Context: an optimization exercise on an open-source flow, tuned for small area, a short achievable clock period and few clock cycles per item. The choices shown serve that exercise and are no tape-out recipe. Function was checked by simulation only, so behaviour that the tests miss may differ from the original.

==> trial 15: inputs <==
==> flow/design.v (excerpt) <==
module first_fit_extent_allocator_core #(
  parameter int MAX_EXTENTS = 64
) (
  input  wire        clk,
  input  wire        rst,
  input  wire        cfg_we,
  input  wire  [7:0] cfg_wdata,
  input  wire        req_valid,
  output wire        req_ready,
  input  wire  [1:0] req_mode,
  input  wire [23:0] req_offset,
  input  wire  [7:0] req_count,
  output wire        rsp_valid,
  input  wire        rsp_ready,
  output logic [3:0] rsp_status,
  output logic [23:0] rsp_result_offset
);
Settings: LEC_CHECK=0, CAP_MARGIN=20, CORE_MARGIN=2, CORE_UTILIZATION=20, PLACE_DENSITY=0.32, SLEW_MARGIN=20, SYNTH_MEMORY_MAX_BITS=8192; clock period 11.0 ns.
run.sh (not shown) runs the stock make flow with config.mk's settings and CLKGATE_MAP_FILE= SYNTH_SCRIPT=/design/flow/synth_recipe.tcl, a recipe that flattens the netlist after the stock synthesis.
==> build 43 (differences from trial 15) <==
--- a/flow/design.v
+++ b/flow/design.v
@@ -32,22 +32,21 @@
   output logic [1:0] cur_mode,
   output logic [23:0] cur_off,
   output logic [7:0] cur_cnt,
   output logic [23:0] nxt_off,    
   output logic [7:0] nxt_cnt,     
-  input  wire        step,        
   output wire        proc,        
   input  wire        done         
 );
   logic        sk_v;
   logic [1:0]  sk_mode;
   logic [23:0] sk_off;
   logic [7:0]  sk_cnt;
   wire         acc  = in_valid & ~sk_v;
   wire         free = ~cur_v | (proc & done);
   assign in_ready = ~sk_v;
-  assign proc     = cur_v & step & (~out_valid | out_ready);
+  assign proc     = cur_v & (~out_valid | out_ready);
   always_ff @(posedge clk) begin
     if (rst) begin
       cur_v     <= 1'b0;
       sk_v      <= 1'b0;
       out_valid <= 1'b0;
@@ -278,11 +277,10 @@
   logic [7:0]  cnt;
   logic [23:0] off_n;
   logic [7:0]  cnt_n;
   wire         proc;
   wire         done;
-  logic        s2;      
   ffa_ctrl u_ctrl (
     .clk       (clk),
     .rst       (rst),
     .in_valid  (req_valid),
     .in_ready  (req_ready),
@@ -295,19 +293,16 @@
     .cur_mode  (mode),
     .cur_off   (off),
     .cur_cnt   (cnt),
     .nxt_off   (off_n),
     .nxt_cnt   (cnt_n),
-    .step      (s2),
     .proc      (proc),
     .done      (done)
   );
   logic        a_v, a_gn, b_v, full;
   wire         c_w, q_w;
   logic [24:0] a_s, a_l, b_s, b_l;
-  logic        a_v_c, b_v_c;
-  logic [24:0] a_s_c, a_l_c, b_s_c, b_l_c;
   wire         wa, wb, rema, remb, ins, clr, wl2;
   wire  [24:0] w_s, w_l;
   logic [3:0]  st;
   logic [23:0] res;
   ffa_datapath #(.N(MAX_EXTENTS)) u_dp (
@@ -327,17 +322,17 @@
     .do_wl2  (proc & wl2),
     .w_s     (w_s),
     .w_l     (w_l),
     .w_l2    (l_head),
     .q_w2    (q_head),
-    .a_v     (a_v_c),
+    .a_v     (a_v),
     .a_gn    (a_gn),
-    .a_s     (a_s_c),
-    .a_l     (a_l_c),
-    .b_v     (b_v_c),
-    .b_s     (b_s_c),
-    .b_l     (b_l_c),
+    .a_s     (a_s),
+    .a_l     (a_l),
+    .b_v     (b_v),
+    .b_s     (b_s),
+    .b_l     (b_l),
     .full    (full)
   );
   function automatic logic cout26(input logic [25:0] x, input logic [25:0] y);
     logic [31:0] g0, p0;
     logic [15:0] g1, p1;
@@ -512,25 +507,10 @@
       else if (pe_gt && full) st = ST_FULL;
     end
   end
   always_ff @(posedge clk) e <= {1'b0, off_n} + {17'd0, cnt_n};
   always_ff @(posedge clk) begin
-    if (cur_v & ~s2) begin
-      a_v <= a_v_c;
-      a_s <= a_s_c;
-      a_l <= a_l_c;
-      b_v <= b_v_c;
-      b_s <= b_s_c;
-      b_l <= b_l_c;
-    end
-  end
-  always_ff @(posedge clk) begin
-    if (rst) s2 <= 1'b0;
-    else if (cur_v & ~s2) s2 <= 1'b1;
-    else if (proc & done) s2 <= 1'b0;
-  end
-  always_ff @(posedge clk) begin
     if (rst) begin
       hdr <= HDR_RESET;
     end else begin
       if (cfg_we) hdr <= cfg_wdata;
     end
--- a/flow/config.mk
+++ b/flow/config.mk
@@ -5,9 +5,9 @@
 export SDC_FILE = /design/flow/constraint.sdc
 export NUM_CORES = 4
 export LEC_CHECK = 0
 export CAP_MARGIN = 20
 export CORE_MARGIN = 2
-export CORE_UTILIZATION = 20
-export PLACE_DENSITY = 0.32
+export CORE_UTILIZATION = 30
+export PLACE_DENSITY = 0.45
 export SLEW_MARGIN = 20
 export SYNTH_MEMORY_MAX_BITS = 8192
==> comparison table <==
quantity	build 43	trial 15
H-tree depth	5	6
Compound-Gate Fraction of Synth Area	43.0%	43.7%
Hpwl dp	2820 mm	3000 mm
Number of clock sinks	3524	3627
Sequential-to-total area share from yosys stat	26.8%	28.2%
Starting density of the core	30.1%	20.0%
Portion of netlist area occupied by mux cells	0.266%	0.291%
Number of synthesized flops with an enable pin	64	166
Gpl congestion	1.41	1.17
Post-Syn Area	265000 µm²	263000 µm²
Horiz. Die Dim	944 µm	1.15 mm
Post-Synthesis Mean Instance Area	8.06 µm²	7.91 µm²
Outcome	aborted with a tool error	aborted with a tool error
Stage where the flow stopped	5_1_grt	5_1_grt
Placement Cell Area	331000 µm²	307000 µm²
Synth unique cells	120	106
Postcts setup bufs	3	0
Vertical die dimension	944 µm	1.15 mm
Buffer depth of the longest clock path	4	5
Post-synth net total	34000	34400
Number of standard cells after synthesis	32900	33300
Area share of xor/xnor cells in the synthesized design	0.878%	0.919%
Number of buffers inserted during clock tree synthesis	471	576
Share of synthesized cell area in and, or, nand and nor gates	15.0%	13.6%
#FFs+latches synth	3524	3627
Post-placement setup slack	-1.44 ns	-0.337 ns
Arithmetic-cell share of the synthesized area counting full adders, half adders and majority gates	6.67%	6.29%
Number of cells upsized or downsized after cts	46	0
Testbench counts of trial 15, summed over its fixed seeds: cycles 19,216, items 9,600.
Testbench counts of build 43, summed over its fixed seeds: cycles 9,616, items 9,600.
